What follows belongs to an exercise in optimizing a design on an open flow for a short achievable clock period and few clock cycles; a production flow would make more cautious choices.

==> inputs of garnet <==
==> flow/design.v <==
module ksAdd #(
    parameter int W = 32
) (
    input  logic [W-1:0] a,
    input  logic [W-1:0] b,
    input  logic         cin,
    output logic [W-1:0] sum,
    output logic         cout
);
    localparam int L = $clog2(W);
    logic [L:0][W-1:0] g;
    logic [L:0][W-1:0] p;
    assign p[0]    = a ^ b;
    assign g[0][0] = (a[0] & b[0]) | ((a[0] ^ b[0]) & cin);
    for (genvar i = 1; i < W; i++) begin : gen0
        assign g[0][i] = a[i] & b[i];
    end
    for (genvar l = 0; l < L; l++) begin : genL
        for (genvar i = 0; i < W; i++) begin : genI
            if (i >= (1 << l)) begin : genC
                assign g[l+1][i] = g[l][i] | (p[l][i] & g[l][i-(1<<l)]);
                assign p[l+1][i] = p[l][i] & p[l][i-(1<<l)];
            end else begin : genP
                assign g[l+1][i] = g[l][i];
                assign p[l+1][i] = p[l][i];
            end
        end
    end
    assign sum  = p[0] ^ {g[L][W-2:0], cin};
    assign cout = g[L][W-1];
endmodule
module riscvCore (
    input  logic        clk,
    input  logic        rst,
    input  logic [31:0] instr,
    input  logic [31:0] dReadData,
    output logic [31:0] pc,
    output logic        iMemRead,
    output logic [31:0] dAddr,
    output logic [31:0] dWriteData,
    output logic        dRead,
    output logic        dWrite
);
    localparam logic [31:0] INITIAL_PC = 32'h0040_0000;
    localparam logic [6:0] OP_RTYPE  = 7'b0110011;
    localparam logic [6:0] OP_ITYPE  = 7'b0010011;
    localparam logic [6:0] OP_LOAD   = 7'b0000011;
    localparam logic [6:0] OP_STORE  = 7'b0100011;
    localparam logic [6:0] OP_BRANCH = 7'b1100011;
    localparam int BHT_BITS = 6;
    logic [31:0] pcF;
    logic        dValid;
    logic [31:0] dInstr;
    logic [31:0] dPc;
    logic        dPredT;
    logic        stall;
    logic        redirect;
    logic [31:0] redirPc;
    logic [31:0] eA, eB, eS;
    logic        eFwdA, eFwdB, eFwdS;
    logic        eAdd, eSub, eAnd, eOr, eXor, eSll, eSrl, eSra, eSlt;
    logic        eWr, eLd, eSt;
    logic [4:0]  eRd;
    logic        eBeq, eBne, eBlt, eBge, ePredT, eStatic;
    logic [BHT_BITS-1:0] eIdx;
    logic [31:0] eRedirPc;
    logic        mWr, mLd, mSt;
    logic [4:0]  mRd;
    logic [31:0] mRes, mStData;
    logic        mBr, mAgree;
    logic [BHT_BITS-1:0] mIdx;
    logic        wWr, wLd;
    logic [4:0]  wRd;
    logic [31:0] wRes;
    logic [31:0] wData;
    logic [31:0] rf [1:31];
    logic [1:0]  bht [2**BHT_BITS];
    logic [1:0]  fAgree;
    logic        fPredT;
    logic [31:0] pcN;
    assign fAgree = bht[pcF[BHT_BITS+1:2]];
    assign fPredT = (instr[6:0] == OP_BRANCH) && !instr[13] && (instr[31] ^ !fAgree[1]);
    fetchNext u_next (
        .pcF     (pcF),
        .instr   (instr),
        .predT   (fPredT),
        .hold    (stall),
        .redirect(redirect),
        .redirPc (redirPc),
        .pcN     (pcN)
    );
    always_ff @(posedge clk) begin
        if (rst) begin
            pcF <= INITIAL_PC;
        end else begin
            pcF <= pcN;
        end
    end
    assign pc       = pcF;
    assign iMemRead = !stall;
    always_ff @(posedge clk) begin
        if (rst || redirect) begin
            dValid <= 1'b0;
        end else if (!stall) begin
            dValid <= 1'b1;
        end
        if (!stall) begin
            dInstr <= instr;
            dPc    <= pcF;
            dPredT <= fPredT;
        end
    end
    logic [6:0]  opcode;
    logic [2:0]  funct3;
    logic [4:0]  rs1, rs2, rd;
    logic        isR, isI, isLd, isSt, isBr;
    logic        rs1Used, rs2Used, dWr;
    logic [31:0] immI, immS, immB;
    logic [31:0] rv1, rv2;
    logic        alt;
    assign opcode  = dInstr[6:0];
    assign funct3  = dInstr[14:12];
    assign rs1     = dInstr[19:15];
    assign rs2     = dInstr[24:20];
    assign rd      = dInstr[11:7];
    assign isR     = dValid && opcode == OP_RTYPE;
    assign isI     = dValid && opcode == OP_ITYPE;
    assign isLd    = dValid && opcode == OP_LOAD;
    assign isSt    = dValid && opcode == OP_STORE;
    assign isBr    = dValid && opcode == OP_BRANCH;
    assign rs1Used = isR || isI || isLd || isSt || isBr;
    assign rs2Used = isR || isSt || isBr;
    assign dWr     = (isR || isI || isLd) && rd != 5'd0;
    assign alt     = dInstr[31:25] == 7'b0100000;
    assign immI = {{20{dInstr[31]}}, dInstr[31:20]};
    assign immS = {{20{dInstr[31]}}, dInstr[31:25], dInstr[11:7]};
    assign immB = {{20{dInstr[31]}}, dInstr[7], dInstr[30:25], dInstr[11:8], 1'b0};
    assign wData = wLd ? dReadData : wRes;
    always_comb begin
        if (rs1 == 5'd0) begin
            rv1 = 32'd0;
        end else if (mWr && !mLd && mRd == rs1) begin
            rv1 = mRes;
        end else if (wWr && wRd == rs1) begin
            rv1 = wData;
        end else begin
            rv1 = rf[rs1];
        end
        if (rs2 == 5'd0) begin
            rv2 = 32'd0;
        end else if (mWr && !mLd && mRd == rs2) begin
            rv2 = mRes;
        end else if (wWr && wRd == rs2) begin
            rv2 = wData;
        end else begin
            rv2 = rf[rs2];
        end
    end
    logic        dValidN;
    logic [31:0] dInstrN;
    logic        nLdE, nLdM;
    logic [4:0]  nRdE, nRdM;
    logic        nUse1, nUse2, stallN;
    logic [6:0]  nOp;
    assign dValidN = !rst && !redirect && (stall ? dValid : 1'b1);
    assign dInstrN = stall ? dInstr : instr;
    assign nLdE    = !(rst || redirect || stall) && isLd && dWr;
    assign nRdE    = rd;
    assign nLdM    = !(rst || redirect) && eLd && eWr;
    assign nRdM    = eRd;
    assign nOp     = dInstrN[6:0];
    assign nUse1   = nOp == OP_RTYPE || nOp == OP_ITYPE || nOp == OP_LOAD || nOp == OP_STORE || nOp == OP_BRANCH;
    assign nUse2   = nOp == OP_RTYPE || nOp == OP_STORE || nOp == OP_BRANCH;
    assign stallN  = dValidN && (
        (nLdE && ((nUse1 && dInstrN[19:15] == nRdE) || (nUse2 && dInstrN[24:20] == nRdE))) ||
        (nLdM && ((nUse1 && dInstrN[19:15] == nRdM) || (nUse2 && dInstrN[24:20] == nRdM))));
    always_ff @(posedge clk) begin
        stall <= stallN;
    end
    logic fwd1, fwd2, bubble;
    assign fwd1   = eWr && !eLd && eRd == rs1;
    assign fwd2   = eWr && !eLd && eRd == rs2;
    assign bubble = rst || redirect || stall;
    always_ff @(posedge clk) begin
        eA    <= rv1;
        eB    <= (isI || isLd) ? immI : isSt ? immS : rv2;
        eS    <= rv2;
        eFwdA <= fwd1 && rs1Used;
        eFwdB <= fwd2 && (isR || isBr);
        eFwdS <= fwd2 && rs2Used;
        eSub <= isR && funct3 == 3'b000 && alt;
        eAdd <= !((isR || isI) && funct3 != 3'b000 && funct3 != 3'b011) && !(isR && funct3 == 3'b000 && alt);
        eSll <= (isR || isI) && funct3 == 3'b001;
        eSlt <= (isR || isI) && funct3 == 3'b010;
        eXor <= (isR || isI) && funct3 == 3'b100;
        eSrl <= (isR || isI) && funct3 == 3'b101 && !alt;
        eSra <= (isR || isI) && funct3 == 3'b101 && alt;
        eOr  <= (isR || isI) && funct3 == 3'b110;
        eAnd <= (isR || isI) && funct3 == 3'b111;
        eRd      <= rd;
        ePredT   <= dPredT;
        eStatic  <= dInstr[31];
        eIdx     <= dPc[BHT_BITS+1:2];
        eRedirPc <= dPredT ? dPc + 32'd4 : dPc + immB;
        if (bubble) begin
            eWr  <= 1'b0;
            eLd  <= 1'b0;
            eSt  <= 1'b0;
            eBeq <= 1'b0;
            eBne <= 1'b0;
            eBlt <= 1'b0;
            eBge <= 1'b0;
        end else begin
            eWr  <= dWr;
            eLd  <= isLd;
            eSt  <= isSt;
            eBeq <= isBr && funct3 == 3'b000;
            eBne <= isBr && funct3 == 3'b001;
            eBlt <= isBr && funct3 == 3'b100;
            eBge <= isBr && funct3 == 3'b101;
        end
    end
    logic [31:0] opA, opB, opS, res;
    logic        eq, lt, taken, isCondBr;
    assign opA = eFwdA ? mRes : eA;
    assign opB = eFwdB ? mRes : eB;
    assign opS = eFwdS ? mRes : eS;
    aluCore u_alu (
        .a    (opA),
        .b    (opB),
        .opAdd(eAdd),
        .opSub(eSub),
        .opAnd(eAnd),
        .opOr (eOr),
        .opXor(eXor),
        .opSll(eSll),
        .opSrl(eSrl),
        .opSra(eSra),
        .opSlt(eSlt),
        .res  (res)
    );
    branchCompare u_cmp (
        .a (opA),
        .b (opS),
        .eq(eq),
        .lt(lt)
    );
    assign isCondBr = eBeq || eBne || eBlt || eBge;
    assign taken    = (eBeq && eq) || (eBne && !eq) || (eBlt && lt) || (eBge && !lt);
    always_ff @(posedge clk) begin
        mRes    <= res;
        mStData <= opS;
        mRd     <= eRd;
        mIdx    <= eIdx;
        mAgree  <= taken == eStatic;
        redirPc <= eRedirPc;
        if (rst || redirect) begin
            mWr      <= 1'b0;
            mLd      <= 1'b0;
            mSt      <= 1'b0;
            mBr      <= 1'b0;
            redirect <= 1'b0;
        end else begin
            mWr      <= eWr;
            mLd      <= eLd;
            mSt      <= eSt;
            mBr      <= isCondBr;
            redirect <= isCondBr && (taken != ePredT);
        end
    end
    assign dAddr      = mRes;
    assign dWriteData = mStData;
    assign dRead      = mLd;
    assign dWrite     = mSt;
    always_ff @(posedge clk) begin
        for (int i = 0; i < 2**BHT_BITS; i++) begin
            if (rst) begin
                bht[i] <= 2'b10;
            end else if (mBr && mIdx == i) begin
                if (mAgree && bht[i] != 2'b11) begin
                    bht[i] <= bht[i] + 2'd1;
                end else if (!mAgree && bht[i] != 2'b00) begin
                    bht[i] <= bht[i] - 2'd1;
                end
            end
        end
    end
    always_ff @(posedge clk) begin
        wRes <= mRes;
        wRd  <= mRd;
        if (rst) begin
            wWr <= 1'b0;
            wLd <= 1'b0;
        end else begin
            wWr <= mWr;
            wLd <= mLd;
        end
    end
    always_ff @(posedge clk) begin
        if (wWr) begin
            rf[wRd] <= wData;
        end
    end
endmodule
module fetchNext (
    input  logic [31:0] pcF,
    input  logic [31:0] instr,
    input  logic        predT,
    input  logic        hold,
    input  logic        redirect,
    input  logic [31:0] redirPc,
    output logic [31:0] pcN
);
    logic [12:0] lowSum;
    logic        lowCarry;
    logic [18:0] hiInc, hiDec, hi;
    logic        selP1, selM1, sel0;
    logic [31:0] target, plus4;
    logic        selRedir, selHold, selT, selInc;
    ksAdd #(.W(13)) u_low (
        .a   (pcF[12:0]),
        .b   ({instr[31], instr[7], instr[30:25], instr[11:8], 1'b0}),
        .cin (1'b0),
        .sum (lowSum),
        .cout(lowCarry)
    );
    assign hiInc = pcF[31:13] + 19'd1;
    assign hiDec = pcF[31:13] - 19'd1;
    assign selP1 = !instr[31] && lowCarry;
    assign selM1 = instr[31] && !lowCarry;
    assign sel0  = instr[31] == lowCarry;
    assign hi    = ({19{selP1}} & hiInc) | ({19{selM1}} & hiDec) | ({19{sel0}} & pcF[31:13]);
    assign target = {hi, lowSum};
    assign plus4  = pcF + 32'd4;
    assign selRedir = redirect;
    assign selHold  = !redirect && hold;
    assign selT     = !redirect && !hold && predT;
    assign selInc   = !redirect && !hold && !predT;
    assign pcN = ({32{selRedir}} & redirPc) | ({32{selHold}} & pcF) |
                 ({32{selT}} & target) | ({32{selInc}} & plus4);
endmodule
module aluCore (
    input  logic [31:0] a,
    input  logic [31:0] b,
    input  logic        opAdd,
    input  logic        opSub,
    input  logic        opAnd,
    input  logic        opOr,
    input  logic        opXor,
    input  logic        opSll,
    input  logic        opSrl,
    input  logic        opSra,
    input  logic        opSlt,
    output logic [31:0] res
);
    logic [31:0] sum, diff, shl, shr;
    logic        sumC, diffC, lt;
    ksAdd #(.W(32)) u_sum  (.a(a), .b(b),  .cin(1'b0), .sum(sum),  .cout(sumC));
    ksAdd #(.W(32)) u_diff (.a(a), .b(~b), .cin(1'b1), .sum(diff), .cout(diffC));
    assign lt  = (a[31] != b[31]) ? a[31] : diff[31];
    assign shl = a << b[4:0];
    assign shr = $unsigned($signed({opSra && a[31], a}) >>> b[4:0]);
    assign res = ({32{opAdd}} & sum) | ({32{opSub}} & diff) |
                 ({32{opAnd}} & (a & b)) | ({32{opOr}} & (a | b)) | ({32{opXor}} & (a ^ b)) |
                 ({32{opSll}} & shl) | ({32{opSrl || opSra}} & shr) | {31'd0, opSlt && lt};
endmodule
module branchCompare (
    input  logic [31:0] a,
    input  logic [31:0] b,
    output logic        eq,
    output logic        lt
);
    logic [31:0] diff;
    logic        diffC;
    ksAdd #(.W(32)) u_diff (.a(a), .b(~b), .cin(1'b1), .sum(diff), .cout(diffC));
    assign eq = a == b;
    assign lt = (a[31] != b[31]) ? a[31] : diff[31];
endmodule
==> flow/run.sh <==
#!/bin/bash
# synth_recipe.tcl (not shown) runs the flow's synth.tcl, then flattens the netlist and writes it again
# the make line also repeats each setting of config.mk as NAME=value (left out here)
make -C /OpenROAD-flow-scripts/flow DESIGN_CONFIG=/design/flow/config.mk WORK_HOME=/design/flow/orfs CLKGATE_MAP_FILE= SYNTH_SCRIPT=/design/flow/synth_recipe.tcl finish
==> flow/config.mk <==
export PLATFORM = sky130hd
export DESIGN_NAME = riscvCore
export DESIGN_NICKNAME = riscvCore
export VERILOG_FILES = /design/flow/design.v
export SDC_FILE = /design/flow/constraint.sdc
export NUM_CORES = 4
export LEC_CHECK = 0
export CAP_MARGIN = 20
export CORE_MARGIN = 2
export CORE_UTILIZATION = 40
export PLACE_DENSITY = 0.6
export SETUP_SLACK_MARGIN = 3.5
export SLEW_MARGIN = 20
==> flow/constraint.sdc <==
create_clock -name core_clock -period 7.5 [get_ports {clk}]
set_input_delay 1.5000 -clock core_clock [delete_from_list [all_inputs] [get_ports {clk}]]
set_output_delay 1.5000 -clock core_clock [all_outputs]
set_load 0.01 [all_outputs]
==> umber: changes against garnet <==
- SYNTH_HIERARCHICAL: default -> 1
- SYNTH_MINIMUM_KEEP_SIZE: default -> 0
==> results.py <==
metrics = {
    "logic_synthesis": {
        "netlist_top_cells_area": "edfxtp_1, mux4_2, dfxtp_1",
        "syn_avg_cell_area_sq_um": 12.6,
        "synth.most_common_cell": "edfxtp_1",
        "synthSimpleGateAreaFrac": 0.0826,
        "yosysSeqAreaShare": 0.516,
    },
    "sta": {
        "tightestPinTransition_ns": 1.13,
        "fmax_mhz": 240,
    },
    "critical_path": {
        "rr_endpoint": "mRes[31]",
    },
    "global_route": {
        "use_met1": 0.345,
        "grt_use_total": 0.259,
    },
    "outcome": {
        "status": "complete, no violations",
    },
    "cells_and_area": {
        "clockBufferCount": 226,
    },
}
# the run above: garnet

==> results.py <==
metrics = {
    "outcome": {
        "status": "complete, no violations",
    },
    "worst_hold_path": {
        "min-delay-start": "eRedirPc[30]",
        "hold_path_depth": 0,
    },
    "critical_path": {
        "rr_endpoint": "mRes[30]",
        "cp_num_buf_inv": 4,
    },
    "sta": {
        "fmax_mhz": 243,
        "final_hold_viol_count": 0,
    },
    "cells_and_area": {
        "clockBufferCount": 219,
        "area.sequential_sq_mm": 0.0411,
    },
    "global_route": {
        "grt_use_total": 0.268,
    },
    "clock_tree": {
        "ctsResizeCount": 154,
    },
    "floorplan": {
        "dieArea_sq_mm": 0.209,
    },
    "run": {
        "max_cap_violations": 0,
    },
    "logic_synthesis": {
        "syn_avg_cell_area_sq_um": 13.0,
    },
}
# the run above: umber

No run of this note included a check of the RTL's function; only the layout flow was run.

## re-timing with driven ports
How much do the figures lean on ideal ports? The routed layouts below were timed once more, with nothing changed but the port constraints. Step 1, drivers: a clkbuf_16 drives clk and a buf_2 each remaining input, both assumed. Step 2 also shifts input and output timing later by t, the mid clock arrival at the registers, as if the neighbouring blocks saw the same clock. Slacks: ideal / step 1 / step 2; pairs: ideal / step 1.
| run | t, ns | slack for setup (ns) | clock arrival spread, ns | worst data-port slew with drivers (ns) | pins driven straight from the clock port |
|---|---|---|---|---|---|
| garnet | 0.891 | 3.328 / 3.328 / 2.659 | 0.120 / 0.120 | 0.15 | 1 |
| umber | 0.887 | 3.388 / 3.388 / 2.662 | 0.091 / 0.092 | 0.19 | 1 |
After both steps every run listed still meets setup and hold. The setup slack of umber, which loses most, moves by 0.000 ns with the drivers and by -0.726 ns with both steps.
